Context: an optimization exercise on an open-source flow, tuned for small area, a short achievable clock period and few clock cycles per item. The choices shown serve that exercise and are no tape-out recipe. Where RTL was checked, it was by simulation tests only, not by an equivalence proof against the original.

## pan_tilt_pd_tracker
module pan_tilt_pd_tracker (
	input  logic                                    clk,
	input  logic                                    arst_n,
	input  logic                                    cfg_we,
	input  logic [ptpd_pkg::CFG_IDX_BITS-1:0]       cfg_index,
	input  logic [ptpd_pkg::CFG_DATA_BITS-1:0]      cfg_data,
	input  logic                                    in_valid,
	output logic                                    in_ready,
	input  logic signed [ptpd_pkg::ERROR_BITS-1:0]  pan_pixel_error,
	input  logic signed [ptpd_pkg::ERROR_BITS-1:0]  tilt_pixel_error,
	input  logic                                    target_seen,
	input  logic [ptpd_pkg::AGE_BITS-1:0]           link_age_ms,
	input  logic                                    stop_press,
	output logic                                    out_valid,
	input  logic                                    out_ready,
	output logic [ptpd_pkg::PULSE_BITS-1:0]         pan_pulse_us,
	output logic [ptpd_pkg::PULSE_BITS-1:0]         tilt_pulse_us,
	output logic                                    tracking_active,
	output logic                                    drive_enabled
);
Size: ~4,700 cells after synthesis, about 94 I/O pins, about 52,000 sq um of cells after synthesis.
==> flow/config.mk <==
export PLATFORM = sky130hd
export DESIGN_NAME = pan_tilt_pd_tracker
export DESIGN_NICKNAME = pan_tilt_pd_tracker
export VERILOG_FILES = /design/flow/design.v
export SDC_FILE = /design/flow/constraint.sdc
export NUM_CORES = 4
export LEC_CHECK = 0
export CAP_MARGIN = 20
export CORE_MARGIN = 2
export CORE_UTILIZATION = 70
export CTS_BUF_LIST = sky130_fd_sc_hd__clkbuf_4 sky130_fd_sc_hd__clkbuf_8
export CTS_CLUSTER_SIZE = 30
export SLEW_MARGIN = 20
export SETUP_SLACK_MARGIN = 6.6
==> flow/constraint.sdc <==
create_clock -name core_clock -period 11.0 [get_ports {clk}]
set_input_delay 2.2000 -clock core_clock [delete_from_list [all_inputs] [get_ports {clk}]]
set_output_delay 2.2000 -clock core_clock [all_outputs]
set_load 0.01 [all_outputs]
standard.sh (not shown) runs the stock make flow with config.mk's settings and CLKGATE_MAP_FILE= SYNTH_SCRIPT=/design/flow/synth_recipe.tcl, a recipe that flattens the netlist after the stock synthesis.
==> flow/flow/run.sh <==
#!/bin/bash
set -euo pipefail
MARGIN=6.6
sed -i '/SETUP_SLACK_MARGIN/d' config.mk
echo "export SETUP_SLACK_MARGIN = ${MARGIN}" >> config.mk
bash standard.sh synth > synth.log 2>&1
R=orfs/results/${FLOW_PLATFORM}/pan_tilt_pd_tracker/base
cp $R/1_2_yosys.v yosys_netlist_orig.v
python3 flow/fapol.py yosys_netlist_orig.v $R/1_2_yosys.v > fapol.log 2>&1
rm -f $R/1_synth.odb $R/1_synth.sdc
bash standard.sh > standard.log 2>&1
Other scripts of this flow, unchanged in this note and not shown: flow/flow/fapol.py
The starting point finished clean.
Change:
--- a/flow/design.v
+++ b/flow/design.v
@@ -60,26 +60,24 @@
 	logic [ND-1:0]   e_neg_q, e_one_q, e_two_q;
 	logic [ND-1:0]   p_neg_q, p_one_q, p_two_q;
 	logic [TB-1:0]   x1_q;
 	logic [TB-1:0]   y1_q;
 	logic            c1_q;
 	logic [AB-1:0]   angle_q;
-	logic [6:0]      vl3_q;
-	logic [5:0]      xv3_q, yv3_q;
+	logic [12:0]     xv3_q, yv3_q;
 	logic            cv3_q;
 	logic [DB-1:0]   deg3_q;
 	logic [11:0]     xp4_q, yp4_q;
 	logic            cp4_q;
 	logic            sat;
 	logic [ND-1:0]   e_neg, e_one, e_two;
 	logic [ND-1:0]   p_neg, p_one, p_two;
 	logic [TB-1:0]   x_now;
 	logic [TB-1:0]   y_now;
 	logic            c_now;
-	logic [6:0]      vl_now;
-	logic [5:0]      xv_now, yv_now;
+	logic [12:0]     xv_now, yv_now;
 	logic            cv_now;
 	logic [12:0]     v4;
 	logic [11:0]     xp_now, yp_now;
 	logic            cp_now;
 	assign sat = NEG && (err == {1'b1, {(EB-1){1'b0}}});
 	always_comb begin
@@ -188,27 +186,25 @@
 			angle_q <= a_new;
 		end
 	end
 	ptpd_conv1 u_conv1 (
 		.dg (angle_q[AB-1:FB]),
 		.fr (angle_q[FB-1:0]),
-		.s  (vl_now),
 		.xs (xv_now),
 		.ys (yv_now),
 		.c  (cv_now)
 	);
 	always_ff @(posedge clk) begin
 		if (en) begin
-			vl3_q  <= vl_now;
 			xv3_q  <= xv_now;
 			yv3_q  <= yv_now;
 			cv3_q  <= cv_now;
 			deg3_q <= angle_q[AB-1:FB];
 		end
 	end
-	assign v4 = {xv3_q + yv3_q + 6'(cv3_q), vl3_q};
+	assign v4 = xv3_q + yv3_q + 13'(cv3_q);
 	ptpd_conv2 u_conv2 (
 		.v  (v4),
 		.dg (deg3_q),
 		.xs (xp_now),
 		.ys (yp_now),
 		.c  (cp_now)
@@ -972,20 +968,19 @@
 	assign xs = tx[29:8];
 	assign ys = ty[29:8];
 endmodule
 module ptpd_conv1 (
 	input  logic [7:0] dg,
 	input  logic [15:0] fr,
-	output logic [6:0] s,
-	output logic [5:0] xs,
-	output logic [5:0] ys,
+	output logic [12:0] xs,
+	output logic [12:0] ys,
 	output logic c
 );
 	logic w0, w1, w2, w3, w4, w5, w6, w7, w8, w9, w10, w11, w12, w13, w14, w15, w16, w17, w18, w19, w20, w21, w22, w23, w24, w25, w26, w27, w28, w29, w30, w31, w32, w33, w34, w35, w36, w37, w38, w39, w40, w41, w42, w43, w44, w45, w46, w47, w48, w49, w50, w51, w52, w53, w54, w55, w56, w57, w58, w59, w60, w61, w62, w63, w64, w65, w66, w67, w68, w69, w70, w71, w72, w73, w74, w75, w76, w77, w78, w79, w80, w81, w82, w83, w84, w85, w86, w87, w88, w89, w90, w91, w92, w93, w94, w95, w96, w97, w98, w99, w100, w101, w102, w103, w104, w105, w106, w107, w108, w109, w110, w111, w112, w113, w114, w115, w116, w117, w118, w119, w120, w121, w122, w123, w124, w125, w126, w127, w128, w129, w130, w131, w132, w133, w134, w135, w136, w137, w138, w139, w140, w141, w142, w143, w144, w145, w146, w147, w148, w149, w150, w151, w152, w153, w154, w155, w156, w157, w158, w159, w160, w161, w162, w163, w164, w165, w166, w167, w168, w169, w170, w171, w172, w173, w174, w175, w176, w177, w178, w179, w180, w181, w182, w183, w184, w185, w186, w187, w188, w189, w190, w191, w192, w193, w194, w195, w196, w197, w198, w199, w200, w201, w202, w203, w204, w205, w206, w207, w208, w209, w210, w211, w212, w213, w214, w215, w216, w217, w218, w219, w220, w221, w222, w223, w224, w225, w226, w227, w228, w229, w230, w231, w232, w233, w234, w235, w236, w237, w238, w239, w240, w241, w242, w243, w244, w245, w246, w247, w248, w249, w250, w251, w252, w253, w254, w255, w256, w257, w258, w259, w260, w261, w262, w263, w264, w265, w266, w267, w268, w269, w270, w271, w272, w273, w274, w275, w276, w277, w278, w279, w280, w281, w282, w283, w284, w285, w286, w287, w288, w289, w290, w291, w292, w293, w294, w295, w296, w297, w298, w299;
 	logic [31:0] tx, ty;
-	logic [26:0] tl;
+	logic [19:0] tl;
 	assign w0 = ~dg[0];
 	assign w1 = ~dg[1];
 	assign w2 = ~dg[2];
 	assign w3 = ~dg[3];
 	assign w4 = ~dg[4];
 	assign w5 = ~dg[5];
@@ -1282,17 +1277,16 @@
 	assign w296 = w247 ^ dg[6] ^ fr[15];
 	assign w297 = (w247 & dg[6]) | (w247 & fr[15]) | (dg[6] & fr[15]);
 	assign w298 = dg[7] ^ 1'b1;
 	assign w299 = dg[7] & 1'b1;
 	assign tx = {w299, w297, w295, w293, w291, w289, w287, w285, w283, w281, w279, w277, w275, w273, w271, w269, w267, w265, w263, w261, w259, w257, w255, w253, w251, w249, w248, w20, w19, w18, w17, w16};
 	assign ty = {1'b1, w298, w296, w294, w292, w290, w288, w286, w284, w282, w280, w278, w276, w274, w272, w270, w268, w266, w264, w262, w260, w258, w256, w254, w252, w250, 1'b1, fr[1], fr[0], 1'b0, 1'b0, 1'b1};
-	assign tl = {1'b0, tx[25:0]} + {1'b0, ty[25:0]};
-	assign s  = tl[25:19];
-	assign c  = tl[26];
-	assign xs = tx[31:26];
-	assign ys = ty[31:26];
+	assign tl = {1'b0, tx[18:0]} + {1'b0, ty[18:0]};
+	assign c  = tl[19];
+	assign xs = tx[31:19];
+	assign ys = ty[31:19];
 endmodule
 module ptpd_conv2 (
 	input  logic [12:0] v,
 	input  logic [7:0] dg,
 	output logic [11:0] xs,
 	output logic [11:0] ys,
Cell area barely changes.
Utilization falls by 0.37 points.
Critical path depth rises by 4.
Routed wire length falls by 3.0%.
Testbench counts after the change, summed over its fixed seeds: cycles 3,248, items 3,200.
For the first run of this note, only the layout was checked, not whether the RTL still works.

==> what the ideal ports hide <==
No port has a modelled driver above. Below, the same layouts with a new extraction and two added sets of constraints.
Step 1: set_driving_cell puts a clkbuf_16 on clk and a buf_2 on each other input, an assumption about the parent block.
Step 2 times the ports against the registers' clock, not the clock port: input delays grow and output delays shrink by t, the midpoint of the rising clock arrivals with the driver on.
Three values: ideal, step 1, step 2; two values: the first two.
run | shift t [ns] | setup WS [ns] | worst setup path after step 2 | slew at the worst register clock pin (ns) | pins driven straight from the clock port
the first run | 0.754 | 6.428 / 6.428 / 6.113 | input to register | 0.08 / 0.08 | 1
the second run | 0.769 | 6.536 / 6.536 / 5.944 | input to register | 0.08 / 0.08 | 1
After both steps setup and hold are still met in every run listed. The setup slack of the second run, which loses most, moves by 0.000 ns with the drivers and by -0.592 ns with both steps.
